Context: an optimization exercise on an open-source flow, tuned for small area, a short achievable clock period and few clock cycles per item. The choices shown serve that exercise and are no tape-out recipe. RTL that was checked went through simulation tests only; none was proved equivalent to the original. The flow treats the clock pin as an ideal source. Dropping or thinning the clock tree relies on that and would not hold on a real chip.

06-17:
// top_payload_generator
module top_payload_generator (
    input  logic                          clk,
    input  logic                          resetn,
    input  logic [15:0]                   session_id_i,
    input  logic [31:0]                   msg_seq_num_i,
    input  logic [4-1:0]            pe_valid_i,
    input  logic [4*(32 + 32 + 16 + 64)-1:0]   pe_order_i,
    output logic [4-1:0]            pe_ready_o,
    input  logic                          tready_i,
    output logic                          tvalid_o,
    output logic                          tlast_o,
    output logic [64-1:0]            tdata_o
);
==> module order_no_counter, before the edit <==
module order_no_counter (
    input  logic                 clk,
    input  logic                 resetn,
    input  logic                 advance_i,
    output order_pkg::order_no_t order_no_o
);
    logic [4*5-1:0] bcd_q;
    logic [5-1:0]   nine_q;     
    logic [5-1:0]   step_q;     
    logic [5-1:0]   nine;
    logic [5-1:0]   step;
    always_comb begin
        logic c;
        c = 1'b1;
        for (int d = 0; d < 5; d++) begin
            nine[d] = bcd_q[4*d +: 4] == 4'd9;
            step[d] = c;
            c = c && nine[d];
        end
    end
    always_ff @(posedge clk) begin
        if (!resetn) begin
            bcd_q  <= '0;
            nine_q <= '0;
            step_q <= 'b1;
        end else begin
            nine_q <= nine;
            step_q <= step;
            for (int d = 0; d < 5; d++) begin
                if (advance_i && step_q[d]) begin
                    bcd_q[4*d +: 4] <= nine_q[d] ? 4'd0 : bcd_q[4*d +: 4] + 4'd1;
                end
            end
        end
    end
    logic [8*5-1:0] ascii;
    always_comb begin
        for (int d = 0; d < 5; d++) begin
            ascii[8*d +: 8] = {4'h3, bcd_q[4*d +: 4]};
        end
    end
    assign order_no_o = ascii;
endmodule
clock: 5.0 ns
lec_check: 0
cap_margin: 20
core_area: 2.5 2.5 197.5 197.5
die_area: 0 0 200 200
setup_slack_margin: 3.0
slew_margin: 20
standard.sh (not shown) runs the stock make flow with config.mk's settings and CLKGATE_MAP_FILE= SYNTH_SCRIPT=/design/flow/synth_recipe.tcl, a recipe that flattens the netlist after the stock synthesis.
==> flow/flow/run.sh <==
#!/bin/bash
# The standard flow, with four changes: the port buffers are the smallest
# buffer cell, the pins may sit on every routing track, they are placed in
# regions (flow/io.tcl, made by gen/io_gen.py) that keep each tdata_o bit next
# to the input bits feeding it, and the clock tree is one level of buffers
# built by flow/cts_hand.tcl in place of clock tree synthesis.
export BUFFER_PORTS_ARGS="-buffer_cell sky130_fd_sc_hd__buf_1"
export PLACE_PINS_ARGS="-min_distance 1 -min_distance_in_tracks"
export IO_CONSTRAINTS="$PWD/flow/io.tcl"
export PRE_CTS_TCL="$PWD/flow/cts_hand.tcl"
bash standard.sh > standard.log 2>&1
Other scripts of this flow, unchanged in this note and not shown: flow/flow/cts_hand.tcl, flow/flow/io.tcl
In summary, 06-17 completed successfully, with a layout that passed the timing, DRC and antenna checks.
Testbench counts of 06-17, summed over its fixed seeds: cycles 38,432, items 9,600.
The following lists how 02-13 was set up differently from 06-17:
--- a/flow/design.v
+++ b/flow/design.v
@@ -53,9 +53,8 @@
     input  logic                 advance_i,
     output order_pkg::order_no_t order_no_o
 );
     logic [4*5-1:0] bcd_q;
-    logic [5-1:0]   nine_q;     
     logic [5-1:0]   step_q;     
     logic [5-1:0]   nine;
     logic [5-1:0]   step;
     always_comb begin
@@ -69,16 +68,14 @@
     end
     always_ff @(posedge clk) begin
         if (!resetn) begin
             bcd_q  <= '0;
-            nine_q <= '0;
             step_q <= 'b1;
         end else begin
-            nine_q <= nine;
             step_q <= step;
             for (int d = 0; d < 5; d++) begin
                 if (advance_i && step_q[d]) begin
-                    bcd_q[4*d +: 4] <= nine_q[d] ? 4'd0 : bcd_q[4*d +: 4] + 4'd1;
+                    bcd_q[4*d +: 4] <= nine[d] ? 4'd0 : bcd_q[4*d +: 4] + 4'd1;
                 end
             end
         end
     end
==> summary.txt <==
- The lower length of the first detailed-routing pass in iterations came out of 02-13.
- Diff 06-17 -> 02-13: buffering stage count on the worst path with inverters included shows a reduction of 2; number of flip-flops and latches fell by 4; sequential share of layout area held; routed wire length went down by 1200 um.
- Looking at cell type of the slowest stage on the worst timing path, the and2b_4 result is from 06-17; the nor4b_4 one comes from 02-13.
- Re shortest period the worst path allows: 02-13 and 06-17 aren't equal, and the higher value belongs to 02-13.
- Maximum net fanout on the critical path (lower): 02-13
- Compared with 06-17, 02-13 shows a lower wire length of the first global-routing pass.
No functional check of the RTL was part of 02-13. In every run of this note, the design's own scripts or RTL, not TritonCTS, make the clock network.

static timing again, ports no longer ideal:
No port has a modelled driver above. Below, the same layouts with a new extraction and two added sets of constraints.
Step 1: set_driving_cell puts a clkbuf_16 on clk and a buf_2 on each other input, an assumption about the parent block.
Step 2 also shifts input and output timing later by t, the mid clock arrival at the registers, as if the neighbouring blocks saw the same clock.
Slacks: ideal / step 1 / step 2; pairs: ideal / step 1.
| run | shift t [ns] | setup WS [ns] | hold slack, ns | worst setup path after step 2 |
|---|---|---|---|---|
| 06-17 | 0.272 | 3.082 / 3.088 / 2.856 | 0.483 / 0.483 / 0.483 | input to register |
| 02-13 | 0.274 | 2.908 / 2.969 / 2.696 | 0.464 / 0.464 / 0.464 | input to register |
After both steps every run listed still meets setup and hold. For 06-17, which loses most, drivers alone change the setup slack by +0.006 ns; drivers and shift together by -0.226 ns.
